What follows belongs to an exercise in optimizing a design on an open flow for small area; a production flow would make more cautious choices.
In this exercise RTL edits were held to simulation tests only and were not proved equivalent to the original.
The flow treats the clock pin as an ideal source, which a real chip does not have.
Power is estimated from default activity; no workload was simulated.

===== flow/config.mk =====
export PLATFORM = sky130hd
export DESIGN_NAME = pd_controller
export DESIGN_NICKNAME = pd_controller
export VERILOG_FILES = /design/flow/design.v
export SDC_FILE = /design/flow/constraint.sdc
export NUM_CORES = 4
export LEC_CHECK = 0
export ABC_AREA = 1
export CAP_MARGIN = 20
export CORE_MARGIN = 2
export CORE_UTILIZATION = 40
export CTS_BUF_LIST = sky130_fd_sc_hd__clkbuf_8 sky130_fd_sc_hd__clkbuf_16
export PLACE_DENSITY = 0.6
export SLEW_MARGIN = 20

===== flow/constraint.sdc =====
create_clock -name core_clock -period 10.0 [get_ports {clk}]
set_input_delay 2.0000 -clock core_clock [delete_from_list [all_inputs] [get_ports {clk}]]
set_output_delay 2.0000 -clock core_clock [all_outputs]
set_load 0.01 [all_outputs]

===== flow/design.v =====
package pd_pkg;
  typedef enum logic [1:0] {
    IDLE,
    RUN,
    HOLD
  } pd_state_t;
  localparam int PD_PIPE_LATENCY = 4;
  localparam int OVR_W = 16;
endpackage
module pd_pipeline (
  input  logic [25:0] r_q,
  input  logic [18:0] e_q,
  input  logic [2:0]  da0, da1, db0, db1,    
  input  logic [27:0] s_q,
  input  logic [1:0]  cf_q,
  input  logic        cut_q,
  output logic [3:0]  res,
  output logic [27:0] s_n,
  output logic [1:0]  cf_n,
  output logic [25:0] isum,
  output logic        cut_d,
  output logic [27:0] s_init
);
  assign s_init = 28'h1580000;
  logic [27:0] ix;
  logic [20:0] ex;
  assign ix = {{2{r_q[25]}}, r_q};
  assign ex = {{2{e_q[18]}}, e_q};
  logic [26:0] a0_p;
  logic a0_neg;
  assign a0_neg = da0[2];
  assign a0_p = (({27{da0[0]}} & ix[26:0]) | ({27{da0[1]}} & {ix[25:0], 1'b0})) ^ {27{da0[2]}};
  logic [26:0] a1_p;
  logic a1_neg;
  assign a1_neg = da1[2];
  assign a1_p = (({27{da1[0]}} & ix[26:0]) | ({27{da1[1]}} & {ix[25:0], 1'b0})) ^ {27{da1[2]}};
  logic [19:0] b0_p;
  logic b0_neg;
  assign b0_neg = db0[2];
  assign b0_p = (({20{db0[0]}} & ex[19:0]) | ({20{db0[1]}} & {ex[18:0], 1'b0})) ^ {20{db0[2]}};
  logic [19:0] b1_p;
  logic b1_neg;
  assign b1_neg = db1[2];
  assign b1_p = (({20{db1[0]}} & ex[19:0]) | ({20{db1[1]}} & {ex[18:0], 1'b0})) ^ {20{db1[2]}};
  logic s1, c2, s3, c4, s5, c6, s7, c8, s9, c10, s11, c12;
  logic s13, c14, s15, c16, s17, c18, s19, c20, s21, c22, s23, c24;
  logic s25, c26, s27, c28, s29, c30, s31, c32, s33, c34, s35, c36;
  logic s37, c38, s39, c40, s41, c42, s43, c44, s45, c46, s47, c48;
  logic s49, c50, s51, c52, s53, c54, s55, c56, s57, c58, s59, c60;
  logic s61, c62, s63, c64, s65, c66, s67, c68, s69, c70, s71, c72;
  logic s73, c74, s75, c76, s77, c78, s79, c80, s81, c82, s83, c84;
  logic s85, c86, s87, c88, s89, c90, s91, c92, s93, c94, s95, c96;
  logic s97, c98, s99, c100, s101, c102, s103, c104, s105, c106, s107, c108;
  logic s109, c110, s111, c112, s113, c114, s115, c116, s117, c118, s119, c120;
  logic s121, c122, s123, c124, s125, c126, s127, c128, s129, c130, s131, c132;
  logic s133, c134, s135, c136, s137, c138, s139, c140, s141, c142, s143, c144;
  logic s145, c146, s147, c148, s149, c150, s151, c152, s153, c154, s155, c156;
  logic s157, c158, s159, c160, s161, c162, s163, c164, s165, c166, s167, c168;
  logic s169, c170, s171, c172, s173, c174, s175, c176, s177, c178, s179, c180;
  logic s181, c182, s183, c184, s185, c186, s187, c188, s189, c190, s191, c192;
  logic s193, c194, s195, c196, s197, c198, s199, c200, s201, c202, s203, c204;
  logic s205, c206, s207, c208, s209, c210, s211, c212, s213, c214, s215, c216;
  logic s217, c218, s219, c220, s221, c222, s223, c224, s225, c226, s227, c228;
  logic s229, c230, s231, c232, s233, c234, s235, c236, s237, c238, s239, c240;
  logic s241, c242, s243, c244, s245, c246, s247, c248, s249, c250, s251, c252;
  logic s253, c254, s255, c256, s257, c258;
  assign s1 = a0_neg ^ b0_neg ^ s_q[0];
  assign c2 = (a0_neg & b0_neg) | (a0_neg & s_q[0]) | (b0_neg & s_q[0]);
  assign s3 = a0_p[0] ^ b0_p[0] ^ s1;
  assign c4 = (a0_p[0] & b0_p[0]) | (a0_p[0] & s1) | (b0_p[0] & s1);
  assign s5 = a0_p[1] ^ c2 ^ s_q[1];
  assign c6 = (a0_p[1] & c2) | (a0_p[1] & s_q[1]) | (c2 & s_q[1]);
  assign s7 = b0_p[1] ^ c4 ^ s5;
  assign c8 = (b0_p[1] & c4) | (b0_p[1] & s5) | (c4 & s5);
  assign s9 = a1_neg ^ b1_neg ^ s_q[2];
  assign c10 = (a1_neg & b1_neg) | (a1_neg & s_q[2]) | (b1_neg & s_q[2]);
  assign s11 = a0_p[2] ^ a1_p[0] ^ b0_p[2];
  assign c12 = (a0_p[2] & a1_p[0]) | (a0_p[2] & b0_p[2]) | (a1_p[0] & b0_p[2]);
  assign s13 = b1_p[0] ^ c6 ^ s9;
  assign c14 = (b1_p[0] & c6) | (b1_p[0] & s9) | (c6 & s9);
  assign s15 = c8 ^ s11 ^ s13;
  assign c16 = (c8 & s11) | (c8 & s13) | (s11 & s13);
  assign s17 = a0_p[3] ^ c10 ^ s_q[3];
  assign c18 = (a0_p[3] & c10) | (a0_p[3] & s_q[3]) | (c10 & s_q[3]);
  assign s19 = a1_p[1] ^ b0_p[3] ^ b1_p[1];
  assign c20 = (a1_p[1] & b0_p[3]) | (a1_p[1] & b1_p[1]) | (b0_p[3] & b1_p[1]);
  assign s21 = c12 ^ s17 ^ s19;
  assign c22 = (c12 & s17) | (c12 & s19) | (s17 & s19);
  assign s23 = c14 ^ c16 ^ s21;
  assign c24 = (c14 & c16) | (c14 & s21) | (c16 & s21);
  assign s25 = a0_p[4] ^ a1_p[2] ^ s_q[4];
  assign c26 = (a0_p[4] & a1_p[2]) | (a0_p[4] & s_q[4]) | (a1_p[2] & s_q[4]);
  assign s27 = b0_p[4] ^ b1_p[2] ^ c18;
  assign c28 = (b0_p[4] & b1_p[2]) | (b0_p[4] & c18) | (b1_p[2] & c18);
  assign s29 = c20 ^ c22 ^ s25;
  assign c30 = (c20 & c22) | (c20 & s25) | (c22 & s25);
  assign s31 = c24 ^ s27 ^ s29;
  assign c32 = (c24 & s27) | (c24 & s29) | (s27 & s29);
  assign s33 = a0_p[5] ^ a1_p[3] ^ s_q[5];
  assign c34 = (a0_p[5] & a1_p[3]) | (a0_p[5] & s_q[5]) | (a1_p[3] & s_q[5]);
  assign s35 = b0_p[5] ^ b1_p[3] ^ c26;
  assign c36 = (b0_p[5] & b1_p[3]) | (b0_p[5] & c26) | (b1_p[3] & c26);
  assign s37 = c28 ^ s33 ^ s35;
  assign c38 = (c28 & s33) | (c28 & s35) | (s33 & s35);
  assign s39 = c30 ^ c32 ^ s37;
  assign c40 = (c30 & c32) | (c30 & s37) | (c32 & s37);
  assign s41 = a0_p[6] ^ a1_p[4] ^ s_q[6];
  assign c42 = (a0_p[6] & a1_p[4]) | (a0_p[6] & s_q[6]) | (a1_p[4] & s_q[6]);
  assign s43 = b0_p[6] ^ b1_p[4] ^ c34;
  assign c44 = (b0_p[6] & b1_p[4]) | (b0_p[6] & c34) | (b1_p[4] & c34);
  assign s45 = c36 ^ s41 ^ s43;
  assign c46 = (c36 & s41) | (c36 & s43) | (s41 & s43);
  assign s47 = c38 ^ c40 ^ s45;
  assign c48 = (c38 & c40) | (c38 & s45) | (c40 & s45);
  assign s49 = a0_p[7] ^ a1_p[5] ^ s_q[7];
  assign c50 = (a0_p[7] & a1_p[5]) | (a0_p[7] & s_q[7]) | (a1_p[5] & s_q[7]);
  assign s51 = b0_p[7] ^ b1_p[5] ^ c42;
  assign c52 = (b0_p[7] & b1_p[5]) | (b0_p[7] & c42) | (b1_p[5] & c42);
  assign s53 = c44 ^ s49 ^ s51;
  assign c54 = (c44 & s49) | (c44 & s51) | (s49 & s51);
  assign s55 = c46 ^ c48 ^ s53;
  assign c56 = (c46 & c48) | (c46 & s53) | (c48 & s53);
  assign s57 = a0_p[8] ^ a1_p[6] ^ s_q[8];
  assign c58 = (a0_p[8] & a1_p[6]) | (a0_p[8] & s_q[8]) | (a1_p[6] & s_q[8]);
  assign s59 = b0_p[8] ^ b1_p[6] ^ c50;
  assign c60 = (b0_p[8] & b1_p[6]) | (b0_p[8] & c50) | (b1_p[6] & c50);
  assign s61 = c52 ^ s57 ^ s59;
  assign c62 = (c52 & s57) | (c52 & s59) | (s57 & s59);
  assign s63 = c54 ^ c56 ^ s61;
  assign c64 = (c54 & c56) | (c54 & s61) | (c56 & s61);
  assign s65 = a0_p[9] ^ a1_p[7] ^ s_q[9];
  assign c66 = (a0_p[9] & a1_p[7]) | (a0_p[9] & s_q[9]) | (a1_p[7] & s_q[9]);
  assign s67 = b0_p[9] ^ b1_p[7] ^ c58;
  assign c68 = (b0_p[9] & b1_p[7]) | (b0_p[9] & c58) | (b1_p[7] & c58);
  assign s69 = c60 ^ s65 ^ s67;
  assign c70 = (c60 & s65) | (c60 & s67) | (s65 & s67);
  assign s71 = c62 ^ c64 ^ s69;
  assign c72 = (c62 & c64) | (c62 & s69) | (c64 & s69);
  assign s73 = a0_p[10] ^ a1_p[8] ^ s_q[10];
  assign c74 = (a0_p[10] & a1_p[8]) | (a0_p[10] & s_q[10]) | (a1_p[8] & s_q[10]);
  assign s75 = b0_p[10] ^ b1_p[8] ^ c66;
  assign c76 = (b0_p[10] & b1_p[8]) | (b0_p[10] & c66) | (b1_p[8] & c66);
  assign s77 = c68 ^ s73 ^ s75;
  assign c78 = (c68 & s73) | (c68 & s75) | (s73 & s75);
  assign s79 = c70 ^ c72 ^ s77;
  assign c80 = (c70 & c72) | (c70 & s77) | (c72 & s77);
  assign s81 = a0_p[11] ^ a1_p[9] ^ s_q[11];
  assign c82 = (a0_p[11] & a1_p[9]) | (a0_p[11] & s_q[11]) | (a1_p[9] & s_q[11]);
  assign s83 = b0_p[11] ^ b1_p[9] ^ c74;
  assign c84 = (b0_p[11] & b1_p[9]) | (b0_p[11] & c74) | (b1_p[9] & c74);
  assign s85 = c76 ^ s81 ^ s83;
  assign c86 = (c76 & s81) | (c76 & s83) | (s81 & s83);
  assign s87 = c78 ^ c80 ^ s85;
  assign c88 = (c78 & c80) | (c78 & s85) | (c80 & s85);
  assign s89 = a0_p[12] ^ cf_q[0] ^ s_q[12];
  assign c90 = (a0_p[12] & cf_q[0]) | (a0_p[12] & s_q[12]) | (cf_q[0] & s_q[12]);
  assign s91 = a1_p[10] ^ b0_p[12] ^ b1_p[10];
  assign c92 = (a1_p[10] & b0_p[12]) | (a1_p[10] & b1_p[10]) | (b0_p[12] & b1_p[10]);
  assign s93 = c82 ^ s89 ^ s91;
  assign c94 = (c82 & s89) | (c82 & s91) | (s89 & s91);
  assign s95 = c84 ^ c86 ^ s93;
  assign c96 = (c84 & c86) | (c84 & s93) | (c86 & s93);
  assign s97 = c88 ^ s95;
  assign c98 = c88 & s95;
  assign s99 = a0_p[13] ^ a1_p[11] ^ s_q[13];
  assign c100 = (a0_p[13] & a1_p[11]) | (a0_p[13] & s_q[13]) | (a1_p[11] & s_q[13]);
  assign s101 = b0_p[13] ^ b1_p[11] ^ c90;
  assign c102 = (b0_p[13] & b1_p[11]) | (b0_p[13] & c90) | (b1_p[11] & c90);
  assign s103 = c92 ^ c94 ^ s99;
  assign c104 = (c92 & c94) | (c92 & s99) | (c94 & s99);
  assign s105 = c96 ^ s101 ^ s103;
  assign c106 = (c96 & s101) | (c96 & s103) | (s101 & s103);
  assign s107 = c98 ^ s105;
  assign c108 = c98 & s105;
  assign s109 = a0_p[14] ^ a1_p[12] ^ s_q[14];
  assign c110 = (a0_p[14] & a1_p[12]) | (a0_p[14] & s_q[14]) | (a1_p[12] & s_q[14]);
  assign s111 = b0_p[14] ^ b1_p[12] ^ c100;
  assign c112 = (b0_p[14] & b1_p[12]) | (b0_p[14] & c100) | (b1_p[12] & c100);
  assign s113 = c102 ^ s109 ^ s111;
  assign c114 = (c102 & s109) | (c102 & s111) | (s109 & s111);
  assign s115 = c104 ^ c106 ^ s113;
  assign c116 = (c104 & c106) | (c104 & s113) | (c106 & s113);
  assign s117 = c108 ^ s115;
  assign c118 = c108 & s115;
  assign s119 = a0_p[15] ^ a1_p[13] ^ s_q[15];
  assign c120 = (a0_p[15] & a1_p[13]) | (a0_p[15] & s_q[15]) | (a1_p[13] & s_q[15]);
  assign s121 = b0_p[15] ^ b1_p[13] ^ c110;
  assign c122 = (b0_p[15] & b1_p[13]) | (b0_p[15] & c110) | (b1_p[13] & c110);
  assign s123 = c112 ^ s119 ^ s121;
  assign c124 = (c112 & s119) | (c112 & s121) | (s119 & s121);
  assign s125 = c114 ^ c116 ^ s123;
  assign c126 = (c114 & c116) | (c114 & s123) | (c116 & s123);
  assign s127 = c118 ^ s125;
  assign c128 = c118 & s125;
  assign s129 = a0_p[16] ^ a1_p[14] ^ s_q[16];
  assign c130 = (a0_p[16] & a1_p[14]) | (a0_p[16] & s_q[16]) | (a1_p[14] & s_q[16]);
  assign s131 = b0_p[16] ^ b1_p[14] ^ c120;
  assign c132 = (b0_p[16] & b1_p[14]) | (b0_p[16] & c120) | (b1_p[14] & c120);
  assign s133 = c122 ^ s129 ^ s131;
  assign c134 = (c122 & s129) | (c122 & s131) | (s129 & s131);
  assign s135 = c124 ^ c126 ^ s133;
  assign c136 = (c124 & c126) | (c124 & s133) | (c126 & s133);
  assign s137 = a0_p[17] ^ a1_p[15] ^ s_q[17];
  assign c138 = (a0_p[17] & a1_p[15]) | (a0_p[17] & s_q[17]) | (a1_p[15] & s_q[17]);
  assign s139 = b0_p[17] ^ b1_p[15] ^ c130;
  assign c140 = (b0_p[17] & b1_p[15]) | (b0_p[17] & c130) | (b1_p[15] & c130);
  assign s141 = c132 ^ s137 ^ s139;
  assign c142 = (c132 & s137) | (c132 & s139) | (s137 & s139);
  assign s143 = c134 ^ c136 ^ s141;
  assign c144 = (c134 & c136) | (c134 & s141) | (c136 & s141);
  assign s145 = a0_p[18] ^ a1_p[16] ^ s_q[18];
  assign c146 = (a0_p[18] & a1_p[16]) | (a0_p[18] & s_q[18]) | (a1_p[16] & s_q[18]);
  assign s147 = b0_p[18] ^ b1_p[16] ^ c138;
  assign c148 = (b0_p[18] & b1_p[16]) | (b0_p[18] & c138) | (b1_p[16] & c138);
  assign s149 = c140 ^ s145 ^ s147;
  assign c150 = (c140 & s145) | (c140 & s147) | (s145 & s147);
  assign s151 = c142 ^ c144 ^ s149;
  assign c152 = (c142 & c144) | (c142 & s149) | (c144 & s149);
  assign s153 = a0_p[19] ^ a1_p[17] ^ s_q[19];
  assign c154 = (a0_p[19] & a1_p[17]) | (a0_p[19] & s_q[19]) | (a1_p[17] & s_q[19]);
  assign s155 = b1_p[17] ^ c146 ^ ~b0_p[19];
  assign c156 = (b1_p[17] & c146) | (b1_p[17] & ~b0_p[19]) | (c146 & ~b0_p[19]);
  assign s157 = c148 ^ s153 ^ s155;
  assign c158 = (c148 & s153) | (c148 & s155) | (s153 & s155);
  assign s159 = c150 ^ c152 ^ s157;
  assign c160 = (c150 & c152) | (c150 & s157) | (c152 & s157);
  assign s161 = a0_p[20] ^ cf_q[1] ^ s_q[20];
  assign c162 = (a0_p[20] & cf_q[1]) | (a0_p[20] & s_q[20]) | (cf_q[1] & s_q[20]);
  assign s163 = a1_p[18] ^ b1_p[18] ^ c154;
  assign c164 = (a1_p[18] & b1_p[18]) | (a1_p[18] & c154) | (b1_p[18] & c154);
  assign s165 = c156 ^ s161 ^ s163;
  assign c166 = (c156 & s161) | (c156 & s163) | (s161 & s163);
  assign s167 = c158 ^ c160 ^ s165;
  assign c168 = (c158 & c160) | (c158 & s165) | (c160 & s165);
  assign s169 = a0_p[21] ^ a1_p[19] ^ s_q[21];
  assign c170 = (a0_p[21] & a1_p[19]) | (a0_p[21] & s_q[21]) | (a1_p[19] & s_q[21]);
  assign s171 = c162 ^ s169 ^ ~b1_p[19];
  assign c172 = (c162 & s169) | (c162 & ~b1_p[19]) | (s169 & ~b1_p[19]);
  assign s173 = c164 ^ c166 ^ s171;
  assign c174 = (c164 & c166) | (c164 & s171) | (c166 & s171);
  assign s175 = c168 ^ s173;
  assign c176 = c168 & s173;
  assign s177 = a0_p[22] ^ a1_p[20] ^ s_q[22];
  assign c178 = (a0_p[22] & a1_p[20]) | (a0_p[22] & s_q[22]) | (a1_p[20] & s_q[22]);
  assign s179 = c170 ^ c172 ^ s177;
  assign c180 = (c170 & c172) | (c170 & s177) | (c172 & s177);
  assign s181 = c174 ^ c176 ^ s179;
  assign c182 = (c174 & c176) | (c174 & s179) | (c176 & s179);
  assign s183 = a0_p[23] ^ a1_p[21] ^ s_q[23];
  assign c184 = (a0_p[23] & a1_p[21]) | (a0_p[23] & s_q[23]) | (a1_p[21] & s_q[23]);
  assign s185 = c178 ^ c180 ^ s183;
  assign c186 = (c178 & c180) | (c178 & s183) | (c180 & s183);
  assign s187 = c182 ^ s185;
  assign c188 = c182 & s185;
  assign s189 = a0_p[24] ^ a1_p[22] ^ s_q[24];
  assign c190 = (a0_p[24] & a1_p[22]) | (a0_p[24] & s_q[24]) | (a1_p[22] & s_q[24]);
  assign s191 = c184 ^ c186 ^ s189;
  assign c192 = (c184 & c186) | (c184 & s189) | (c186 & s189);
  assign s193 = a0_p[25] ^ a1_p[23] ^ s_q[25];
  assign c194 = (a0_p[25] & a1_p[23]) | (a0_p[25] & s_q[25]) | (a1_p[23] & s_q[25]);
  assign s195 = c190 ^ c192 ^ s193;
  assign c196 = (c190 & c192) | (c190 & s193) | (c192 & s193);
  assign s197 = a1_p[24] ^ s_q[26] ^ ~a0_p[26];
  assign c198 = (a1_p[24] & s_q[26]) | (a1_p[24] & ~a0_p[26]) | (s_q[26] & ~a0_p[26]);
  assign s199 = c194 ^ c196 ^ s197;
  assign c200 = (c194 & c196) | (c194 & s197) | (c196 & s197);
  assign s201 = a1_p[25] ^ c198 ^ s_q[27];
  assign c202 = (a1_p[25] & c198) | (a1_p[25] & s_q[27]) | (c198 & s_q[27]);
  assign s203 = c200 ^ s201;
  assign c204 = c200 & s201;
  assign s205 = c202 ^ c204 ^ ~a1_p[26];
  assign c206 = (c202 & c204) | (c202 & ~a1_p[26]) | (c204 & ~a1_p[26]);
  assign res[0] = s3;
  assign res[1] = s7;
  assign res[2] = s15;
  assign res[3] = s23;
  assign s_n[0] = s31;
  assign s_n[1] = s39;
  assign s_n[2] = s47;
  assign s_n[3] = s55;
  assign s_n[4] = s63;
  assign s_n[5] = s71;
  assign s_n[6] = s79;
  assign s_n[7] = s87;
  assign s_n[8] = s97;
  assign s_n[9] = s107;
  assign s_n[10] = s117;
  assign s_n[11] = s127;
  assign s_n[12] = s135;
  assign s_n[13] = s143;
  assign s_n[14] = s151;
  assign s_n[15] = s159;
  assign s_n[16] = s167;
  assign s_n[17] = s175;
  assign s_n[18] = s181;
  assign s_n[19] = s187;
  assign s_n[20] = s191;
  assign s_n[21] = s195;
  assign s_n[22] = s199;
  assign s_n[23] = s203;
  assign s_n[24] = s205;
  assign s_n[25] = c206;
  assign s_n[26] = 1'b0;
  assign s_n[27] = 1'b0;
  assign cf_n[0] = c128;
  assign cf_n[1] = c188;
  assign s207 = e_q[0] ^ r_q[0];
  assign c208 = e_q[0] & r_q[0];
  assign s209 = c208 ^ e_q[1] ^ r_q[1];
  assign c210 = (c208 & e_q[1]) | (c208 & r_q[1]) | (e_q[1] & r_q[1]);
  assign s211 = c210 ^ e_q[2] ^ r_q[2];
  assign c212 = (c210 & e_q[2]) | (c210 & r_q[2]) | (e_q[2] & r_q[2]);
  assign s213 = c212 ^ e_q[3] ^ r_q[3];
  assign c214 = (c212 & e_q[3]) | (c212 & r_q[3]) | (e_q[3] & r_q[3]);
  assign s215 = c214 ^ e_q[4] ^ r_q[4];
  assign c216 = (c214 & e_q[4]) | (c214 & r_q[4]) | (e_q[4] & r_q[4]);
  assign s217 = c216 ^ e_q[5] ^ r_q[5];
  assign c218 = (c216 & e_q[5]) | (c216 & r_q[5]) | (e_q[5] & r_q[5]);
  assign s219 = c218 ^ e_q[6] ^ r_q[6];
  assign c220 = (c218 & e_q[6]) | (c218 & r_q[6]) | (e_q[6] & r_q[6]);
  assign s221 = c220 ^ e_q[7] ^ r_q[7];
  assign c222 = (c220 & e_q[7]) | (c220 & r_q[7]) | (e_q[7] & r_q[7]);
  assign s223 = c222 ^ e_q[8] ^ r_q[8];
  assign c224 = (c222 & e_q[8]) | (c222 & r_q[8]) | (e_q[8] & r_q[8]);
  assign s225 = c224 ^ e_q[9] ^ r_q[9];
  assign c226 = (c224 & e_q[9]) | (c224 & r_q[9]) | (e_q[9] & r_q[9]);
  assign s227 = c226 ^ e_q[10] ^ r_q[10];
  assign c228 = (c226 & e_q[10]) | (c226 & r_q[10]) | (e_q[10] & r_q[10]);
  assign s229 = c228 ^ e_q[11] ^ r_q[11];
  assign c230 = (c228 & e_q[11]) | (c228 & r_q[11]) | (e_q[11] & r_q[11]);
  assign s231 = c230 ^ e_q[12] ^ r_q[12];
  assign c232 = (c230 & e_q[12]) | (c230 & r_q[12]) | (e_q[12] & r_q[12]);
  assign s233 = cut_q ^ e_q[13] ^ r_q[13];
  assign c234 = (cut_q & e_q[13]) | (cut_q & r_q[13]) | (e_q[13] & r_q[13]);
  assign s235 = c234 ^ e_q[14] ^ r_q[14];
  assign c236 = (c234 & e_q[14]) | (c234 & r_q[14]) | (e_q[14] & r_q[14]);
  assign s237 = c236 ^ e_q[15] ^ r_q[15];
  assign c238 = (c236 & e_q[15]) | (c236 & r_q[15]) | (e_q[15] & r_q[15]);
  assign s239 = c238 ^ e_q[16] ^ r_q[16];
  assign c240 = (c238 & e_q[16]) | (c238 & r_q[16]) | (e_q[16] & r_q[16]);
  assign s241 = c240 ^ e_q[17] ^ r_q[17];
  assign c242 = (c240 & e_q[17]) | (c240 & r_q[17]) | (e_q[17] & r_q[17]);
  assign s243 = c242 ^ e_q[18] ^ r_q[18];
  assign c244 = (c242 & e_q[18]) | (c242 & r_q[18]) | (e_q[18] & r_q[18]);
  assign s245 = c244 ^ e_q[18] ^ r_q[19];
  assign c246 = (c244 & e_q[18]) | (c244 & r_q[19]) | (e_q[18] & r_q[19]);
  assign s247 = c246 ^ e_q[18] ^ r_q[20];
  assign c248 = (c246 & e_q[18]) | (c246 & r_q[20]) | (e_q[18] & r_q[20]);
  assign s249 = c248 ^ e_q[18] ^ r_q[21];
  assign c250 = (c248 & e_q[18]) | (c248 & r_q[21]) | (e_q[18] & r_q[21]);
  assign s251 = c250 ^ e_q[18] ^ r_q[22];
  assign c252 = (c250 & e_q[18]) | (c250 & r_q[22]) | (e_q[18] & r_q[22]);
  assign s253 = c252 ^ e_q[18] ^ r_q[23];
  assign c254 = (c252 & e_q[18]) | (c252 & r_q[23]) | (e_q[18] & r_q[23]);
  assign s255 = c254 ^ e_q[18] ^ r_q[24];
  assign c256 = (c254 & e_q[18]) | (c254 & r_q[24]) | (e_q[18] & r_q[24]);
  assign s257 = c256 ^ e_q[18] ^ r_q[25];
  assign c258 = (c256 & e_q[18]) | (c256 & r_q[25]) | (e_q[18] & r_q[25]);
  assign isum[0] = s207;
  assign isum[1] = s209;
  assign isum[2] = s211;
  assign isum[3] = s213;
  assign isum[4] = s215;
  assign isum[5] = s217;
  assign isum[6] = s219;
  assign isum[7] = s221;
  assign isum[8] = s223;
  assign isum[9] = s225;
  assign isum[10] = s227;
  assign isum[11] = s229;
  assign isum[12] = s231;
  assign isum[13] = s233;
  assign isum[14] = s235;
  assign isum[15] = s237;
  assign isum[16] = s239;
  assign isum[17] = s241;
  assign isum[18] = s243;
  assign isum[19] = s245;
  assign isum[20] = s247;
  assign isum[21] = s249;
  assign isum[22] = s251;
  assign isum[23] = s253;
  assign isum[24] = s255;
  assign isum[25] = s257;
  assign cut_d = c232;
endmodule
module pd_controller #(
  parameter int INPUT_WIDTH    = 18,
  parameter int OUTPUT_WIDTH   = 32,
  parameter int INTEGRAL_LIMIT = 2**24
) (
  input  logic                    clk,
  input  logic                    rst_n,
  input  logic                    enable,
  input  logic                    clear_integral,
  input  logic [INPUT_WIDTH-1:0]  kp_in,
  input  logic [INPUT_WIDTH-1:0]  ki_in,
  input  logic [INPUT_WIDTH-1:0]  setpoint_in,
  input  logic                    sample_valid,
  input  logic [INPUT_WIDTH-1:0]  sample,
  output logic                    sample_ready,
  output logic                    out_valid,
  input  logic                    out_ready,
  output logic [OUTPUT_WIDTH-1:0] out_data,
  output logic [OUTPUT_WIDTH-1:0] integral_out,
  output logic                    integral_sat,
  output logic                    busy,
  output logic [pd_pkg::OVR_W-1:0] overrun_count
);
  logic [2:0] st;
  logic       idle, hold, running, cyc3, cyc4, en_ok, capture;
  assign idle    = (st == 3'd0);
  assign hold    = (st == 3'd6);
  assign running = !idle && !hold;
  assign cyc3    = (st == 3'd4);
  assign cyc4    = (st == 3'd5);
  assign en_ok   = rst_n && enable;
  assign capture = en_ok && cyc4;
  assign sample_ready = idle && enable;
  assign busy         = !idle;
  assign out_valid    = hold;
  always_ff @(posedge clk) begin
    if (!en_ok)                st <= 3'd0;
    else if (idle)             st <= sample_valid ? 3'd1 : 3'd0;
    else if (hold)             st <= out_ready ? 3'd0 : 3'd6;
    else                       st <= st + 3'd1;
  end
  logic [25:0] rn_q, r_q;    
  logic        zf;
  assign r_q = ~rn_q;
  assign integral_out = zf ? '0 : {{6{r_q[25]}}, r_q};
  logic [17:0] ki_q;      
  logic [17:0] kp_q;      
  logic        kc_q;      
  logic        ip_q, kq_q;   
  logic [18:0] en_q, e_q;   
  assign e_q = ~en_q;
  logic [27:0] s_q;
  logic [1:0]  cf_q;
  logic        cut_q;
  logic [3:0]  res;
  logic [27:0] s_n;
  logic [1:0]  cf_n;
  logic [25:0] isum;
  logic        cut_d;
  logic [27:0] s_init;
  logic [4:0] kib, kb;
  logic [2:0] da0, da1, db0, db1;
  function automatic logic [2:0] benc(input logic [2:0] b);
    benc[0] = b[1] ^ b[0];
    benc[1] = (b[2] & ~b[1] & ~b[0]) | (~b[2] & b[1] & b[0]);
    benc[2] = b[2];
  endfunction
  assign kib = {cyc4 ? {2{ki_q[1]}} : ki_q[3:2], ki_q[1:0], ip_q};
  assign kb  = {kp_q[3:0], kq_q};
  assign da0 = benc(kib[2:0]);
  assign da1 = benc(kib[4:2]);
  assign db0 = benc(kb[2:0]);
  assign db1 = benc(kb[4:2]);
  logic [3:0] ki_nx;
  logic [4:0] kn;    
  logic [3:0] kn_s;
  assign ki_nx = {cyc3 ? {2{ki_q[5]}} : ki_q[7:6], ki_q[5:4]};
  assign kn[0] = kc_q;
  for (genvar i = 0; i < 4; i++) begin : g_kn
    assign kn_s[i]  = ki_nx[i] ^ kp_q[4+i] ^ kn[i];
    assign kn[i+1]  = (ki_nx[i] & kp_q[4+i]) | (ki_nx[i] & kn[i]) | (kp_q[4+i] & kn[i]);
  end
  logic [4:0]  k0;
  logic [18:0] e_in;
  logic [3:0]  k0_s;
  logic [18:0] ex_a, ex_b;
  logic [19:0] e_c;
  assign k0[0] = 1'b0;
  for (genvar i = 0; i < 4; i++) begin : g_k0
    assign k0_s[i] = ki_in[i] ^ kp_in[i] ^ k0[i];
    assign k0[i+1] = (ki_in[i] & kp_in[i]) | (ki_in[i] & k0[i]) | (kp_in[i] & k0[i]);
  end
  assign ex_a   = {sample[17], sample};
  assign ex_b   = ~{setpoint_in[17], setpoint_in};
  assign e_c[0] = 1'b1;
  for (genvar i = 0; i < 19; i++) begin : g_e
    assign e_in[i]   = ex_a[i] ^ ex_b[i] ^ e_c[i];
    assign e_c[i+1]  = (ex_a[i] & ex_b[i]) | (ex_a[i] & e_c[i]) | (ex_b[i] & e_c[i]);
  end
  pd_pipeline u_pipe (
    .r_q   (r_q),
    .e_q   (e_q),
    .da0   (da0),
    .da1   (da1),
    .db0   (db0),
    .db1   (db1),
    .s_q   (s_q),
    .cf_q  (cf_q),
    .cut_q (cut_q),
    .res   (res),
    .s_n   (s_n),
    .cf_n  (cf_n),
    .isum  (isum),
    .cut_d (cut_d),
    .s_init(s_init)
  );
  always_ff @(posedge clk) begin
    if (idle) begin
      ki_q <= ki_in;
      kp_q <= {kp_in[17:4], k0_s};
      kc_q <= k0[4];
      ip_q <= 1'b0;
      kq_q <= 1'b0;
      en_q <= ~e_in;
      s_q  <= s_init;
      cf_q <= '0;
    end else begin
      ki_q <= {res, ki_q[17:4]};
      kp_q <= {{4{kp_q[17]}}, kp_q[17:8], kn_s};
      kc_q <= kn[4];
      ip_q <= ki_q[3];
      kq_q <= kp_q[3];
      s_q  <= s_n;
      cf_q <= cf_n;
    end
    cut_q <= cut_d;
  end
  logic sat, pos_ovf, neg_ovf;
  logic [25:0] clamped;
  assign pos_ovf = !isum[25] && isum[24] && (|isum[23:0]);
  assign neg_ovf = isum[25] && !isum[24];
  assign sat     = pos_ovf || neg_ovf;
  assign clamped = {isum[25], isum[24] | sat, isum[23:0] & {24{!sat}}};
  always_ff @(posedge clk) begin
    if (capture)               rn_q <= ~clamped;
    else if (zf && !running)   rn_q <= '1;
  end
  always_ff @(posedge clk) begin
    if (!en_ok || clear_integral) zf <= 1'b1;
    else if (cyc4)                zf <= 1'b0;
  end
  always_ff @(posedge clk) begin
    if (!en_ok)     integral_sat <= 1'b0;
    else if (cyc4)  integral_sat <= sat;
  end
  always_ff @(posedge clk) begin
    if (!rst_n)        out_data <= '0;
    else if (capture)  out_data <= {s_n[11:0], res, ki_q[17:2]};
  end
  logic [16:0] ov_c;
  logic [15:0] ov_s;
  assign ov_c[0] = enable && sample_valid && !idle && !(&overrun_count);
  for (genvar i = 0; i < 16; i++) begin : g_ov
    assign ov_s[i]   = overrun_count[i] ^ ov_c[i];
    assign ov_c[i+1] = overrun_count[i] & ov_c[i];
  end
  always_ff @(posedge clk) begin
    if (!rst_n) overrun_count <= '0;
    else        overrun_count <= ov_s;
  end
endmodule

===== flow/flow/run.sh =====
#!/bin/bash
# Standard synthesis, then its combinational logic is improved for area while
# its registers, adders and their names are kept: full adders are flipped to
# their dual form where that removes inverters (fa_flip.tcl, fa_flip.py) and
# the rest of the logic is re-mapped by ABC with an area-only script
# (remap.tcl). Then the standard layout with four changes: after floorplan the
# adders are flipped once more; the port buffers use the smallest buffer cell;
# the clock tree has a clkbuf_16 root, clkbuf_8 leaves and no dummy loads;
# after CTS, leaves that drive many flip-flops become clkbuf_16 (clk_fix.tcl).
set -e
RES=$PWD/orfs/results/$FLOW_PLATFORM/pd_controller/base
export FA_FLIP_DIR="$PWD/flow"
export FA_FLIP_WORK="$PWD"
bash standard.sh synth > standard_synth.log 2>&1
cp $RES/1_2_yosys.v $PWD/synth_standard.v
FLIP_IN=$PWD/synth_standard.v FLIP_OUT=$PWD/synth_flipped.v \
  openroad -no_init -exit $PWD/flow/flip_netlist.tcl > flip_netlist.log 2>&1
REMAP_LIB=$FLOW_HOME/platforms/$FLOW_PLATFORM/lib/sky130_fd_sc_hd__tt_025C_1v80.lib \
REMAP_TOP=$FLOW_TOP REMAP_IN=$PWD/synth_flipped.v REMAP_OUT=$PWD/synth_remap.v \
  yosys -c $PWD/flow/remap.tcl > remap.log 2>&1
cp $PWD/synth_remap.v $RES/1_2_yosys.v
rm -f $RES/1_synth.odb $RES/1_synth.sdc
export POST_FLOORPLAN_TCL="$PWD/flow/fa_flip.tcl"
export BUFFER_PORTS_ARGS="-buffer_cell sky130_fd_sc_hd__buf_1"
export CTS_ARGS="-sink_clustering_enable -repair_clock_nets -dont_use_dummy_load -root_buf sky130_fd_sc_hd__clkbuf_16 -buf_list {sky130_fd_sc_hd__clkbuf_8}"
export POST_CTS_TCL="$PWD/flow/clk_fix.tcl"
bash standard.sh > standard.log 2>&1

===== flow/flow/clk_fix.tcl =====
# Upsize clock leaf buffers that drive many flip-flops (or see a slow edge)
# so that every flip-flop clock pin keeps a sharp edge.
estimate_parasitics -placement
set changed 0
foreach inst [get_cells -filter "ref_name == sky130_fd_sc_hd__clkbuf_8"] {
  set out [get_pins -of_objects $inst -filter "direction == output"]
  set net [get_nets -of_objects $out]
  set n [llength [get_pins -of_objects $net -filter "direction == input"]]
  set slew [get_property $out slew_max_rise]
  puts "clk_fix: [get_full_name $inst] fanout $n slew $slew"
  if {$n > 14 || $slew > 0.09} {
    replace_cell $inst sky130_fd_sc_hd__clkbuf_16
    incr changed
  }
}
puts "clk_fix: upsized $changed clock buffers"
if {$changed} {
  detailed_placement
  check_placement -verbose
  estimate_parasitics -placement
}

===== flow/flow/fa_flip.py =====
#!/usr/bin/env python3
"""Choose full-adder cells to flip to their dual form.

A full adder is self-dual: FA(~a, ~b, ~c) = (~sum, ~carry). Synthesis leaves
inverters on many adder pins; flipping an adder (taking the complement of each
input and producing the complement of each output) can remove them. This
reads a gate-level Verilog netlist and prints, one per line, the adder
instances whose flip lowers the number of inverters needed (greedy search).
"""
import re
import sys
import collections

src = open(sys.argv[1]).read()
insts = re.findall(r'^\s*(sky130_fd_sc_hd__\w+)\s+(\S+)\s*\((.*?)\);', src, re.S | re.M)
OUTP = ('X', 'Y', 'Q', 'SUM', 'COUT', 'Q_N', 'HI', 'LO')
cells = {}
drv = {}
for typ, name, body in insts:
    pins = dict((p, n.strip()) for p, n in re.findall(r'\.(\w+)\(([^()]*)\)', body))
    cells[name] = (typ, pins)
    for p, n in pins.items():
        if p in OUTP:
            drv[n] = (name, p)


def isinv(t):
    return re.match(r'sky130_fd_sc_hd__(clk)?inv_\d+$', t) is not None


def isfa(t):
    return t.startswith('sky130_fd_sc_hd__fa_')


def root(n):
    pol = 0
    seen = 0
    while n in drv and isinv(cells[drv[n][0]][0]) and seen < 10:
        n = cells[drv[n][0]][1]['A']
        pol ^= 1
        seen += 1
    return n, pol


# output ports: any net named in the port list counts as a load needing its polarity
ports = set()
m = re.search(r'module\s+\w+\s*\((.*?)\);', src, re.S)
for line in re.findall(r'^\s*output\s+(?:\[[^\]]*\]\s*)?([^;]+);', src, re.M):
    for p in line.split(','):
        ports.add(p.strip())

loads = []
for name, (t, p) in cells.items():
    if isinv(t):
        continue
    for pin, n in p.items():
        if pin in OUTP:
            continue
        s, pol = root(n)
        loads.append((s, pol, name if isfa(t) else None))
for n in list(drv):
    base = re.sub(r'\s', '', n)
    if base.lstrip('\\') in ports or re.sub(r'\[\d+\]$', '', base.lstrip('\\')) in ports:
        s, pol = root(n)
        loads.append((s, pol, None))

fas = [n for n, (t, p) in cells.items() if isfa(t)]
faout = {}
for f in fas:
    for pin in ('SUM', 'COUT'):
        n = cells[f][1].get(pin)
        if n:
            faout[n] = f
# adders with an unconnected pin are left alone
skip = set()
for f in fas:
    for pin in ('A', 'B', 'CIN', 'SUM', 'COUT'):
        if not cells[f][1].get(pin):
            skip.add(f)

by_sig = collections.defaultdict(list)
for i, (s, pol, f) in enumerate(loads):
    by_sig[s].append(i)
sig_of_fa = collections.defaultdict(set)
for s, pol, f in loads:
    if f:
        sig_of_fa[f].add(s)
for f in fas:
    for pin in ('SUM', 'COUT'):
        n = cells[f][1].get(pin)
        if n:
            sig_of_fa[f].add(n)

flip = {}


def sig_cost(s):
    rs = set()
    for i in by_sig.get(s, []):
        _, pol, f = loads[i]
        rs.add(pol ^ (flip.get(f, 0) if f else 0))
    avail = flip.get(faout[s], 0) if s in faout else 0
    return 1 if (1 - avail) in rs else 0


def total():
    return sum(sig_cost(s) for s in set(by_sig) | set(faout))


before = total()
improved = True
while improved:
    improved = False
    for f in fas:
        if f in skip:
            continue
        sigs = sig_of_fa[f]
        c0 = sum(sig_cost(s) for s in sigs)
        flip[f] = 1 - flip.get(f, 0)
        c1 = sum(sig_cost(s) for s in sigs)
        if c1 < c0:
            improved = True
        else:
            flip[f] = 1 - flip[f]
after = total()
sys.stderr.write("fa_flip: inverters needed %d -> %d, %d adders flipped\n"
                 % (before, after, sum(flip.values())))
for f in fas:
    if flip.get(f):
        print(f.lstrip('\\'))

===== flow/flow/fa_flip.tcl =====
# Flip full adders to their dual form where that removes inverters
# (FA(~a, ~b, ~c) = (~sum, ~carry)); fa_flip.py chooses the adders.
set ::ff_block [ord::get_db_block]
set ::ff_inv [[ord::get_db] findMaster sky130_fd_sc_hd__inv_1]
set ::ff_n 0

proc ff_is_inv {inst} {
  return [regexp {^sky130_fd_sc_hd__(clk)?inv_[0-9]+$} [[$inst getMaster] getName]]
}
proc ff_driver {net} {
  foreach it [$net getITerms] {
    if {[$it isOutputSignal]} { return [$it getInst] }
  }
  return ""
}
proc ff_new_net {} {
  incr ::ff_n
  while {[$::ff_block findNet "fa_flip_net_$::ff_n"] ne "NULL"} { incr ::ff_n }
  return [odb::dbNet_create $::ff_block "fa_flip_net_$::ff_n"]
}
proc ff_new_name {prefix} {
  incr ::ff_n
  while {[$::ff_block findInst "${prefix}_$::ff_n"] ne "NULL"} { incr ::ff_n }
  return "${prefix}_$::ff_n"
}
proc ff_new_inv {in_net out_net} {
  set inst [odb::dbInst_create $::ff_block $::ff_inv [ff_new_name fa_flip_inv]]
  [$inst findITerm A] connect $in_net
  [$inst findITerm Y] connect $out_net
  return $inst
}
# a net that carries the complement of net
proc ff_complement {net} {
  set d [ff_driver $net]
  if {$d ne "" && [ff_is_inv $d]} { return [[$d findITerm A] getNet] }
  foreach it [$net getITerms] {
    if {[$it isInputSignal] && [ff_is_inv [$it getInst]]} {
      set y [[[$it getInst] findITerm Y] getNet]
      if {$y ne "NULL"} { return $y }
    }
  }
  set out [ff_new_net]
  ff_new_inv $net $out
  return $out
}
proc ff_flip {fa} {
  foreach p {A B CIN} {
    set it [$fa findITerm $p]
    set m [ff_complement [$it getNet]]
    $it disconnect
    $it connect $m
  }
  foreach p {SUM COUT} {
    set it [$fa findITerm $p]
    set y [$it getNet]
    if {$y eq "NULL"} { continue }
    set y2 [ff_new_net]
    $it disconnect
    $it connect $y2
    # inverters on y now see y2 directly
    foreach lit [$y getITerms] {
      set inst [$lit getInst]
      if {![$lit isInputSignal] || ![ff_is_inv $inst]} { continue }
      set z [[$inst findITerm Y] getNet]
      if {$z eq "NULL" || [llength [$z getBTerms]] > 0} { continue }
      foreach zit [$z getITerms] {
        if {[$zit getInst] ne $inst} {
          $zit disconnect
          $zit connect $y2
        }
      }
      odb::dbInst_destroy $inst
      odb::dbNet_destroy $z
    }
    if {[llength [$y getITerms]] > 0 || [llength [$y getBTerms]] > 0} {
      ff_new_inv $y2 $y
    } else {
      odb::dbNet_destroy $y
    }
  }
}
# remove inverters whose output drives nothing, and inverter pairs
proc ff_cleanup {} {
  set changed 1
  while {$changed} {
    set changed 0
    foreach inst [$::ff_block getInsts] {
      if {![ff_is_inv $inst]} { continue }
      set y [[$inst findITerm Y] getNet]
      set a [[$inst findITerm A] getNet]
      if {$y eq "NULL"} { continue }
      if {[llength [$y getITerms]] == 1 && [llength [$y getBTerms]] == 0} {
        odb::dbInst_destroy $inst
        odb::dbNet_destroy $y
        set changed 1
        continue
      }
      set d [ff_driver $a]
      if {$d ne "" && [ff_is_inv $d] && [llength [$y getBTerms]] == 0} {
        set src [[$d findITerm A] getNet]
        foreach it [$y getITerms] {
          if {[$it getInst] ne $inst} {
            $it disconnect
            $it connect $src
          }
        }
        odb::dbInst_destroy $inst
        odb::dbNet_destroy $y
        set changed 1
      }
    }
  }
}

# An inverter fed by a gate that drives nothing else: use the gate's
# complement cell instead (nand2 -> and2, a21oi -> a21o, ...) where smaller.
set ::ff_pairs {
  nand2_1 and2_1  nor2_1 or2_1  nand3_1 and3_1  nor3_1 or3_1  nand4_1 and4_1
  nor4_1 or4_1  xor2_1 xnor2_1  a21oi_1 a21o_1  o21ai_0 o21a_1  o21ai_1 o21a_1
  a22oi_1 a22o_1  o22ai_1 o22a_1  mux2i_1 mux2_1  a211oi_1 a211o_1
  o211ai_1 o211a_1  a31oi_1 a31o_1  o31ai_1 o31a_1  a221oi_1 a221o_1
  o221ai_1 o221a_1  a32oi_1 a32o_1  a2bb2oi_1 a2bb2o_1  o2bb2ai_1 o2bb2a_1
}
array set ::ff_comp {}
foreach {x y} $::ff_pairs {
  set ::ff_comp(sky130_fd_sc_hd__$x) sky130_fd_sc_hd__$y
  if {![info exists ::ff_comp(sky130_fd_sc_hd__$y)]} { set ::ff_comp(sky130_fd_sc_hd__$y) sky130_fd_sc_hd__$x }
}
proc ff_area {m} { return [expr {[$m getWidth] * [$m getHeight]}] }
proc ff_absorb {} {
  set n 0
  foreach inv [$::ff_block getInsts] {
    if {![ff_is_inv $inv]} { continue }
    set a [[$inv findITerm A] getNet]
    set y [[$inv findITerm Y] getNet]
    if {$a eq "NULL" || $y eq "NULL"} { continue }
    if {[llength [$a getITerms]] != 2 || [llength [$a getBTerms]] != 0} { continue }
    set g [ff_driver $a]
    if {$g eq "" || $g eq $inv} { continue }
    set gm [[$g getMaster] getName]
    if {![info exists ::ff_comp($gm)]} { continue }
    set cm [[ord::get_db] findMaster $::ff_comp($gm)]
    if {$cm eq "NULL"} { continue }
    if {[ff_area $cm] >= [ff_area [$g getMaster]] + [ff_area [$inv getMaster]]} { continue }
    set ok 1
    set conns {}
    foreach it [$g getITerms] {
      if {[$it isOutputSignal]} { continue }
      set mt [$it getMTerm]
      if {[$mt getSigType] ne "SIGNAL"} { continue }
      set nm [$mt getName]
      if {[$cm findMTerm $nm] eq "NULL"} { set ok 0; break }
      lappend conns $nm [$it getNet]
    }
    set outs {}
    foreach mt [$cm getMTerms] {
      if {[$mt getSigType] eq "SIGNAL" && [$mt getIoType] eq "OUTPUT"} { lappend outs [$mt getName] }
    }
    if {!$ok || [llength $outs] != 1} { continue }
    set new [odb::dbInst_create $::ff_block $cm [ff_new_name fa_flip_g]]
    foreach {nm net} $conns {
      if {$net ne "NULL"} { [$new findITerm $nm] connect $net }
    }
    odb::dbInst_destroy $inv
    odb::dbInst_destroy $g
    odb::dbNet_destroy $a
    [$new findITerm [lindex $outs 0]] connect $y
    incr n
  }
  return $n
}

set ff_count_before 0
foreach inst [$::ff_block getInsts] { if {[ff_is_inv $inst]} { incr ff_count_before } }
set ff_netlist $::env(FA_FLIP_WORK)/fa_flip_netlist.v
write_verilog $ff_netlist
set ff_list [exec python3 $::env(FA_FLIP_DIR)/fa_flip.py $ff_netlist 2> $::env(FA_FLIP_WORK)/fa_flip_py.log]
foreach name $ff_list {
  set fa [$::ff_block findInst $name]
  if {$fa eq "NULL"} { puts "fa_flip: no instance $name"; continue }
  ff_flip $fa
}
ff_cleanup
set ff_absorbed [ff_absorb]
ff_cleanup
set ff_count_after 0
foreach inst [$::ff_block getInsts] { if {[ff_is_inv $inst]} { incr ff_count_after } }
puts "fa_flip: flipped [llength $ff_list] adders, absorbed $ff_absorbed inverters into gates, inverters $ff_count_before -> $ff_count_after"

===== flow/flow/flip_netlist.tcl =====
# Flip full adders in a gate-level netlist (see fa_flip.tcl) and write it back.
set P $::env(FLOW_HOME)/platforms/$::env(FLOW_PLATFORM)
read_lef $P/lef/sky130_fd_sc_hd.tlef
read_lef $P/lef/sky130_fd_sc_hd_merged.lef
read_liberty $P/lib/sky130_fd_sc_hd__tt_025C_1v80.lib
read_verilog $::env(FLIP_IN)
link_design $::env(FLOW_TOP)
proc ff_run {} { source $::env(FA_FLIP_DIR)/fa_flip.tcl }
ff_run
write_verilog $::env(FLIP_OUT)

===== flow/flow/remap.tcl =====
# Re-map the combinational logic of the standard synthesis for area.
# The registers, full/half adders and tie cells of the standard synthesis
# are kept as they are (same cells, same names); everything else is handed
# to ABC with an area-only mapping script and mapped back to the library.
yosys -import
set lib $::env(REMAP_LIB)
set top $::env(REMAP_TOP)
read_liberty -ignore_miss_func $lib
read_verilog $::env(REMAP_IN)
hierarchy -top $top
set keep {}
foreach m [split [exec grep -o {sky130_fd_sc_hd__[a-z0-9_]*} $::env(REMAP_IN) | sort -u] "\n"] {
  if {[regexp {__(dfxtp|edfxtp|dfrtp|dfstp|dfxbp|dfrbp|dfbbp|dfsbp|edfxbp|sdf|dlx|dlrtp|fa_|conb_)} $m]} {
    lappend keep $m
  }
}
puts "remap: keeping [join $keep { }]"
foreach m $keep { setattr -mod -set keep_hierarchy 1 $m }
flatten
# the port wires of flattened cells are aliases; hide them so they go away
yosys rename -hide w:*.*
opt_clean -purge
abc -liberty $lib -dont_use sky130_fd_sc_hd__probe_p_8 -dont_use sky130_fd_sc_hd__probec_p_8 \
    -dont_use sky130_fd_sc_hd__lpflow_* -script "+strash; dch -f; amap -x; topo"
opt_clean -purge
hilomap -singleton -hicell sky130_fd_sc_hd__conb_1 HI -locell sky130_fd_sc_hd__conb_1 LO
splitnets
opt_clean -purge
insbuf -buf sky130_fd_sc_hd__buf_4 A X
select $top
check
write_verilog -noattr -nohex -nodec -selected $::env(REMAP_OUT)

===== flow/standard.sh =====
#!/bin/bash
# synth_recipe.tcl (not shown) runs the flow's synth.tcl, then flattens the netlist and writes it again
# the make line also repeats each setting of config.mk as NAME=value (left out here)
make -C /OpenROAD-flow-scripts/flow DESIGN_CONFIG=/design/flow/config.mk WORK_HOME=/design/flow/orfs CLKGATE_MAP_FILE= SYNTH_SCRIPT=/design/flow/synth_recipe.tcl "${@:-finish}"

==> run summary, run 1 <==
- VDD IR max: 0.000143 V
- Dpl hpwl: 19100 um
- Core area: 25100 um^2
- Clock tree sinks: 166
- Kind of critical path: input pin to register
- CP Capture Type: register
- Final setup violation count: 0
- Hold Path Class: register to register
- RSZ-0062 raised after global routing: no
- Clock period minus worst slack: 8.89 ns
- Gr usage total: 0.204
- Global-route wire length before repair: 42100 um
- Initial antenna violation count: 0
- Slew HR: 0.331
- Crit path DAT: 9.01 ns
- Rows: 58
- Drt via density: 5.20
- GRT Residual Overflow: 0
- # DRC: 0
- R2R depth: 24
- Worst-skew pair later-pin latency: 0.39 ns
- Max Cap Viol: 0
- Largest net degree at the start of global routing: 80
- DIE WIDTH: 164 um
- Synthesized net count: 1234
- Mapped cell area: 10200 um^2
- Status: finished clean
- Total I/O pin count: 162
- Pwr dens: 257 nW/um^2
- Nets@finish: 1414
- Most frequent cells in the layout: buf_1, fa_1, nand2_1, dfxtp_1, o21ai_0
- DRT iter0 DRCs: 573
- WHS: 0.458 ns
- DIE HEIGHT: 164 um
- Placed cells: 1504
- Ant diodes: 0
- Synth-to-Final Area Change: 13.4%
- Crit start category: input pin
- Routed Antenna Nets: 0
- Die area: 26800 um^2
- Commonest non-fill, non-tap cell in the layout: buf_1
- CP max stage cell: fa_1
- Cell mode on critical path: fa_1
- GPL Wtd Cong: 0.823
- Fin cells: 1521
- Ys Warns: 1
- Clock skew: 0.0205 ns
- Worst-path cell chain: buf_1 > clkinv_1 > fa_1 > fa_1 > fa_1 > fa_1 > fa_1 > fa_1 > fa_1 > fa_1 > fa_1 > fa_1 > fa_1 > fa_1 > fa_1 > fa_1 > fa_1 > fa_1 > fa_1
- Initial Util: 0.406
- Worst R2R Start: st[2]$_SDFF_PP0_
- Worst setup path start: sample[1]
- Share of layout cells above drive strength 1: 0.0353
- Port-buffer cells: 161
- Critical path peak fanout: 1
- Data required, critical path: 10.12 ns
- Reg2reg end: s_q[18]$_SDFF_PP0_
- Achievable Freq: 0.112 GHz
- Pre-CTS setup slack: 0.654 ns
- Routed wire length: 25800 um
- CTS tree: yes
- WL/cell: 17.0 um
- Setup TNS: 0 ns
- Post-synthesis cell count: 1013
- Drt first pass iters: 5
- Timing endpoint of the critical path: en_q[17]$_DFFE_PP_
- Final worst slack: 1.11 ns
- Reg2Reg Setup Slack: 1.61 ns
- Vias in the first global route: 7914
- Final Max Tran Viols: 0
- CP peak stage delay: 0.45 ns
- Worst Tran Pin Value: 1.00 ns
- Mean Syn Cell Area: 10.1 um^2
- Total power: 2.97 mW
- Vias post-DR: 7915
- Register clock-pin slew on the reported worst setup and hold paths: 0.08 ns
- Final count of hold timing violations: 0
- Fin crit share: 0.889
- Leak: 3.74 nW
[registers in the layout (all words and copies together), names as in the netlist]
name and cells:
out_data 32, kp_q 18, st 3, en_q 19
ki_q 18, zf 1, cf_q 2, overrun_count 16
rn_q 26, integral_sat 1, cut_q 1, ip_q 1
kq_q 1, kc_q 1, s_q 26
[stage by stage]
stage	cell area [um^2]	utilization
after floorplan	10200	-
after global placement	11300	0.450
after detailed placement	11300	0.450
after global routing	11600	0.461
final	11600	0.461
[how the worst min path moves through the flow]
stage	end	cells after the start	start
global placement	kp_q[8]$_DFF_P_	1	kp_q[12]$_DFF_P_
detailed placement	kp_q[6]$_DFF_P_	1	kp_q[10]$_DFF_P_
global route	kp_q[5]$_DFF_P_	1	kp_q[9]$_DFF_P_
finish	kp_q[11]$_DFF_P_	1	kp_q[15]$_DFF_P_
floorplan	ki_q[2]$_DFF_P_	2	ki_q[6]$_DFF_P_
[power breakdown]
group          internal, mW  switching (mW)
Clock                 0.178           0.225
Combinational         0.778           0.963
Sequential            0.761          0.0635
[metal layers]
metal | global-route usage | share of wire
met1 | 0.275 | 0.45
met2 | 0.337 | 0.48
met3 | 0.0442 | 0.059
met4 | 0.0526 | 0.013
met5 | 0 | 0
[cell type report, without the clock buffers]
| class | instances | area [um^2] |
|---|---|---|
| fillers | 2456 | 13500 |
| repair buffers | 180 | 748 |
| flip-flops and latches | 166 | 3780 |
| inverters | 100 | 375 |
| multi-input cells | 728 | 5980 |
| well taps | 330 | 413 |
[worst max-delay path, delay by kind of cell]
kind,cells,cell delay [ns]
adder cells (fa/ha/maj),17,6.85
buffers and inverters,2,0.16
==> run 2, diff against run 1 <==
--- a/flow/flow/run.sh
+++ b/flow/flow/run.sh
@@ -1,6 +1,6 @@
 #!/bin/bash
 # Standard synthesis, then its combinational logic is improved for area while
-# its registers, adders and their names are kept: full adders are flipped to
+# its registers, full adders and their names are kept: full adders are flipped to
 # their dual form where that removes inverters (fa_flip.tcl, fa_flip.py) and
 # the rest of the logic is re-mapped by ABC with an area-only script
 # (remap.tcl). Then the standard layout with four changes: after floorplan the
--- a/flow/flow/remap.tcl
+++ b/flow/flow/remap.tcl
@@ -1,7 +1,8 @@
 # Re-map the combinational logic of the standard synthesis for area.
-# The registers, full/half adders and tie cells of the standard synthesis
-# are kept as they are (same cells, same names); everything else is handed
-# to ABC with an area-only mapping script and mapped back to the library.
+# The registers, full adders and tie cells of the standard synthesis are
+# kept as they are (same cells, same names); everything else (half adders
+# included) is handed to ABC with an area-only mapping script and mapped
+# back to the library.
 yosys -import
 set lib $::env(REMAP_LIB)
 set top $::env(REMAP_TOP)
--- a/flow/config.mk
+++ b/flow/config.mk
@@ -6,9 +6,9 @@
 export NUM_CORES = 4
 export LEC_CHECK = 0
 export ABC_AREA = 1
-export CAP_MARGIN = 20
+export CAP_MARGIN = 5
 export CORE_MARGIN = 2
 export CORE_UTILIZATION = 40
 export CTS_BUF_LIST = sky130_fd_sc_hd__clkbuf_8 sky130_fd_sc_hd__clkbuf_16
 export PLACE_DENSITY = 0.6
-export SLEW_MARGIN = 20
+export SLEW_MARGIN = 5
==> run summary, run 2 <==
- Status: finished clean
- Mapped cell area: 10200 um^2
- Dpl hpwl: 19100 um
- Total power: 2.97 mW
- Worst R2R Start: st[2]$_SDFF_PP0_
- Share of layout cells above drive strength 1: 0.0353
- Hold Crit Depth: 1
- Pwr dens: 257 nW/um^2
- Register clock-pin slew on the reported worst setup and hold paths: 0.08 ns
- Biggest register: out_data
- Data required, critical path: 10.12 ns
- Synth-to-Final Area Change: 13.4%
- Rows: 58
- Max Used Layer: met4
- Global-route wire length before repair: 42100 um
- Final count of hold timing violations: 0
- Slew HR: 0.331
- DIE WIDTH: 164 um
- # DRC: 0
- Mean Syn Cell Area: 10.1 um^2
- GRT Residual Overflow: 0
- DRT iter0 DRCs: 573
- WL met2: 12500 um
- Clock tree sinks: 166
- Drt first pass iters: 5
- Final core occ: 0.461
- Final worst slack: 1.11 ns
- Gr usage total: 0.204
- RSZ-0062 raised after global routing: no
- Crit start category: input pin
- Routed Antenna Nets: 0
- WHS: 0.458 ns
- Total I/O pin count: 162
- WL/cell: 17.0 um
- VDD IR max: 0.000143 V
- Kind of critical path: input pin to register
- Post-DP Area: 11300 um^2
- Cell mode on critical path: fa_1
- Die area: 26800 um^2
- Fin crit share: 0.889
- Ant diodes: 0
- Commonest non-fill, non-tap cell in the layout: buf_1
- Final Max Tran Viols: 0
- R2R depth: 24
- Reg2reg end: s_q[18]$_SDFF_PP0_
- Drt via density: 5.20
- Hold Path Class: register to register
- # fillers: 2456
- Post-synthesis cell count: 1013
- Port-buffer cells: 161
- DIE HEIGHT: 164 um
- Setup TNS: 0 ns
- Worst-path cell chain: buf_1 > clkinv_1 > fa_1 > fa_1 > fa_1 > fa_1 > fa_1 > fa_1 > fa_1 > fa_1 > fa_1 > fa_1 > fa_1 > fa_1 > fa_1 > fa_1 > fa_1 > fa_1 > fa_1
- Clock skew: 0.0205 ns
- Post-route cell area: 11600 um^2
- Max FFs per register: 32
- Vias in the first global route: 7914
- Core area: 25100 um^2
- Reg2Reg Setup Slack: 1.61 ns
- Most frequent cells in the layout: buf_1, fa_1, nand2_1, dfxtp_1, o21ai_0
- Worst Hold Path EP: kp_q[11]$_DFF_P_
- GPL Wtd Cong: 0.823
- Regs by FF count: out_data x32, rn_q x26, s_q x26
- CTS tree: yes
- Placed cells: 1504
- Largest net degree at the start of global routing: 80
- Ys Warns: 1
- Synthesized net count: 1234
- Worst setup path start: sample[1]
- Final setup violation count: 0
- Routed wire length: 25800 um
- Routed met3 length: 1530 um
- Achievable Freq: 0.112 GHz
- Hold_sp: kp_q[15]$_DFF_P_
- Worst-skew pair later-pin latency: 0.39 ns
- Nets@finish: 1414
- Initial antenna violation count: 0
- Pre-CTS setup slack: 0.654 ns
- CP Capture Type: register
- CP peak stage delay: 0.45 ns
- Initial Util: 0.406
- CP max stage cell: fa_1
- Clock period minus worst slack: 8.89 ns
- DRT met1 WL: 11500 um
- Leak: 3.74 nW
- Fin cells: 1521
- Max Cap Viol: 0
- Crit path DAT: 9.01 ns
- Worst Tran Pin Value: 1.00 ns
- Vias post-DR: 7915
- Critical path peak fanout: 1
[run 2: cell counts in the layout (fill, tap and decap cells not counted)]
Identical to the previous run, type by type.
[run 2: critical path, delay by kind of cell]
kind	cells	cell delay, ns
adders and majority gates	17	6.85
buffers and inverters	2	0.16
[run 2: metal layers]
layer	global-route usage	vias to the layer above
met2	0.337	208
met5	0	-
met3	0.0442	20
met4	0.0526	0
met1	0.275	3823
li1	-	3864
[run 2: where the power goes]
group,switching [mW],leakage [nW],internal (mW)
logic,0.963,2.22,0.778
registers,0.0635,1.39,0.761
clock network,0.225,0.138,0.178
[run 2: layout make-up, without the clock buffers]
| class | count | area [um^2] | area share |
|---|---|---|---|
| inverter | 100 | 375 | 0.0325 |
| multi-input combinational | 728 | 5980 | 0.517 |
| tap | 330 | 413 | 0.0357 |
| sequential | 166 | 3780 | 0.327 |
| timing repair buffer | 180 | 748 | 0.0647 |
[run 2: worst max-delay path by stage]
stage	to	slack [ns]	cells past startpoint
6_report	en_q[17]$_DFFE_PP_	1.11	19
5_1_grt	s_q[19]$_SDFF_PP1_	0.77	26
3_5_place_dp	en_q[17]$_DFFE_PP_	0.65	19
3_3_place_gp	en_q[17]$_DFFE_PP_	0.77	19
2_1_floorplan	s_q[18]$_SDFF_PP0_	0.98	21
==> run 3, diff against run 2 <==
--- a/flow/config.mk
+++ b/flow/config.mk
@@ -6,9 +6,10 @@
 export NUM_CORES = 4
 export LEC_CHECK = 0
 export ABC_AREA = 1
-export CAP_MARGIN = 5
+export CAP_MARGIN = 20
 export CORE_MARGIN = 2
 export CORE_UTILIZATION = 40
 export CTS_BUF_LIST = sky130_fd_sc_hd__clkbuf_8 sky130_fd_sc_hd__clkbuf_16
+export GPL_TIMING_DRIVEN = 0
 export PLACE_DENSITY = 0.6
-export SLEW_MARGIN = 5
+export SLEW_MARGIN = 20
==> run summary, run 3 <==
- Reg2reg end: s_q[19]$_SDFF_PP1_
- Slew HR: 0.455
- Final worst slack: 0.864 ns
- Post-route cell area: 11700 um^2
- CP peak stage delay: 0.84 ns
- Drt via density: 5.24
- Reg2Reg Setup Slack: 0.86 ns
- Drt first pass iters: 8
- Final setup violation count: 0
- Setup TNS: 0 ns
- Dpl hpwl: 19300 um
- Port-buffer cells: 161
- Worst Tran Pin Value: 0.817 ns
- Clock skew: 0.0241 ns
- Vias in the first global route: 7862
- Ys Warns: 1
- Core area: 25100 um^2
- Synthesized net count: 1234
- Final Max Tran Viols: 0
- Data required, critical path: 10.25 ns
- Leak: 3.81 nW
- Worst Hold Path EP: kp_q[12]$_DFF_P_
- Final core occ: 0.467
- Achievable Freq: 0.109 GHz
- Biggest register: out_data
- Regs by FF count: out_data x32, rn_q x26, s_q x26
- Clock period minus worst slack: 9.14 ns
- Initial antenna violation count: 0
- CP Capture Type: register
- Register clock-pin slew on the reported worst setup and hold paths: 0.08 ns
- GRT Residual Overflow: 0
- Gr usage total: 0.200
- CP max stage cell: dfxtp_1
- Hold Path Class: register to register
- Hold_sp: kp_q[16]$_DFF_P_
- Total I/O pin count: 162
- Fin cells: 1519
- Initial Util: 0.406
- Fin crit share: 0.914
- WL/cell: 16.8 um
- Commonest non-fill, non-tap cell in the layout: buf_1
- Vias post-DR: 7967
- Final count of hold timing violations: 0
- Synth-to-Final Area Change: 15.1%
- Mean Syn Cell Area: 10.1 um^2
- Crit start category: register
- WHS: 0.462 ns
- DIE HEIGHT: 164 um
- Worst R2R Start: ki_q[1]$_DFF_P_
- Max FFs per register: 32
- Pwr dens: 253 nW/um^2
- Post-synthesis cell count: 1013
- Global-route wire length before repair: 41200 um
- Die area: 26800 um^2
- Rows: 58
- # DRC: 0
- Routed Antenna Nets: 0
- Post-DP Area: 11400 um^2
- Share of layout cells above drive strength 1: 0.0429
- GPL Wtd Cong: 0.801
- Clock tree sinks: 166
- Total power: 2.97 mW
- Most frequent cells in the layout: buf_1, fa_1, nand2_1
- Ant diodes: 0
- Largest net degree at the start of global routing: 47
- Crit path DAT: 9.38 ns
- Pre-CTS setup slack: 0.363 ns
- CTS tree: yes
- DIE WIDTH: 164 um
- Cell mode on critical path: fa_1
- DRT iter0 DRCs: 488
- R2R depth: 24
- Routed wire length: 25600 um
- Status: finished clean
- Critical path peak fanout: 46
- Nets@finish: 1412
- Placed cells: 1501
- VDD IR max: 0.000172 V
- Kind of critical path: register to register
- Hold Crit Depth: 1
- Worst-path cell chain: clkinv_2 > nor2_1 > or3_2 > o22ai_1 > nand2_1 > o21ai_0 > fa_1 > clkinv_1 > fa_1 > fa_1 > fa_1 > fa_1 > fa_1 > fa_1 > fa_1 > fa_1 > fa_1 > fa_1 > fa_1 > nor2b_1 > fa_1 > clkinv_1 > nor3_1 > a31oi_1
- Mapped cell area: 10200 um^2
- Worst-skew pair later-pin latency: 0.40 ns
- Max Cap Viol: 0
- RSZ-0062 raised after global routing: no
run 3: metal layers:
| layer | wire, um | vias up | track usage |
|---|---|---|---|
| met5 | 0 | - | 0 |
| met4 | 343 | 0 | 0.0474 |
| met3 | 1330 | 25 | 0.0434 |
| met2 | 12400 | 191 | 0.332 |
| met1 | 11500 | 3877 | 0.268 |
| li1 | - | 3874 | - |
run 3: critical path: cells and delay by family, from the launching register on:
kind	cells	cell delay, ns
adder cells (fa/ha/maj)	13	5.31
buffers and inverters	3	0.92
AND/OR/NAND/NOR	5	1.56
flip-flops	1	0.84
AO/OA/AOI/OAI	3	0.36
run 3: final cells by class, without the clock buffers:
cell class,count,area [um^2]
Buffer,6,45.0
Fill cell,2442,13400
Inverter,100,378
Multi-Input combinational cell,728,6030
Sequential cell,166,3790
Tap cell,330,413
Timing Repair Buffer,172,803
run 3: how the worst max path moves through the flow:
stage,from,endpoint,slack (ns),depth (start not counted)
after global routing,ki_q[1]$_DFF_P_,s_q[19]$_SDFF_PP1_,0.22,24
after floorplan,ki_q[1]$_DFF_P_,s_q[18]$_SDFF_PP0_,0.98,21
after detailed placement,st[2]$_SDFF_PP0_,s_q[19]$_SDFF_PP1_,0.36,24
final,ki_q[1]$_DFF_P_,s_q[19]$_SDFF_PP1_,0.86,24
after global placement,rst_n,rn_q[8]$_SDFFCE_PN1P_,-1.60,7
run 3: report_power, final:
| part | internal, mW | switching [mW] | leakage [nW] | total (mW) |
|---|---|---|---|---|
| registers | 0.761 | 0.0729 | 1.39 | 0.834 |
| clock network | 0.186 | 0.227 | 0.143 | 0.413 |
| logic | 0.772 | 0.948 | 2.28 | 1.72 |

## re-timing with driven ports
The flow's constraints put no driver on any port. The routed layouts listed below were extracted and timed again, unchanged, in two steps. Step 1 assumes that a clkbuf_16 drives the clock port and a buf_2 every other input. Step 2 times the ports against the registers' clock, not the clock port: input delays grow and output delays shrink by t, the midpoint of the rising clock arrivals with the driver on. Slacks: ideal ports / drivers / drivers and shift; pairs: ideal ports / drivers.
run | shift t [ns] | setup WS [ns] | latest minus earliest clock arrival (ns) | slew at the worst register clock pin (ns) | worst slew at a driven data input, ns
run 1 | 0.429 | 1.109 / 1.134 / 0.705 | 0.024 / 0.024 | 0.09 / 0.09 | 0.04
run 2 | 0.429 | 1.109 / 1.134 / 0.705 | 0.024 / 0.024 | 0.09 / 0.09 | 0.04
run 3 | 0.432 | 0.864 / 0.864 / 0.724 | 0.024 / 0.024 | 0.09 / 0.09 | 0.05
After both steps every run listed still meets setup and hold.
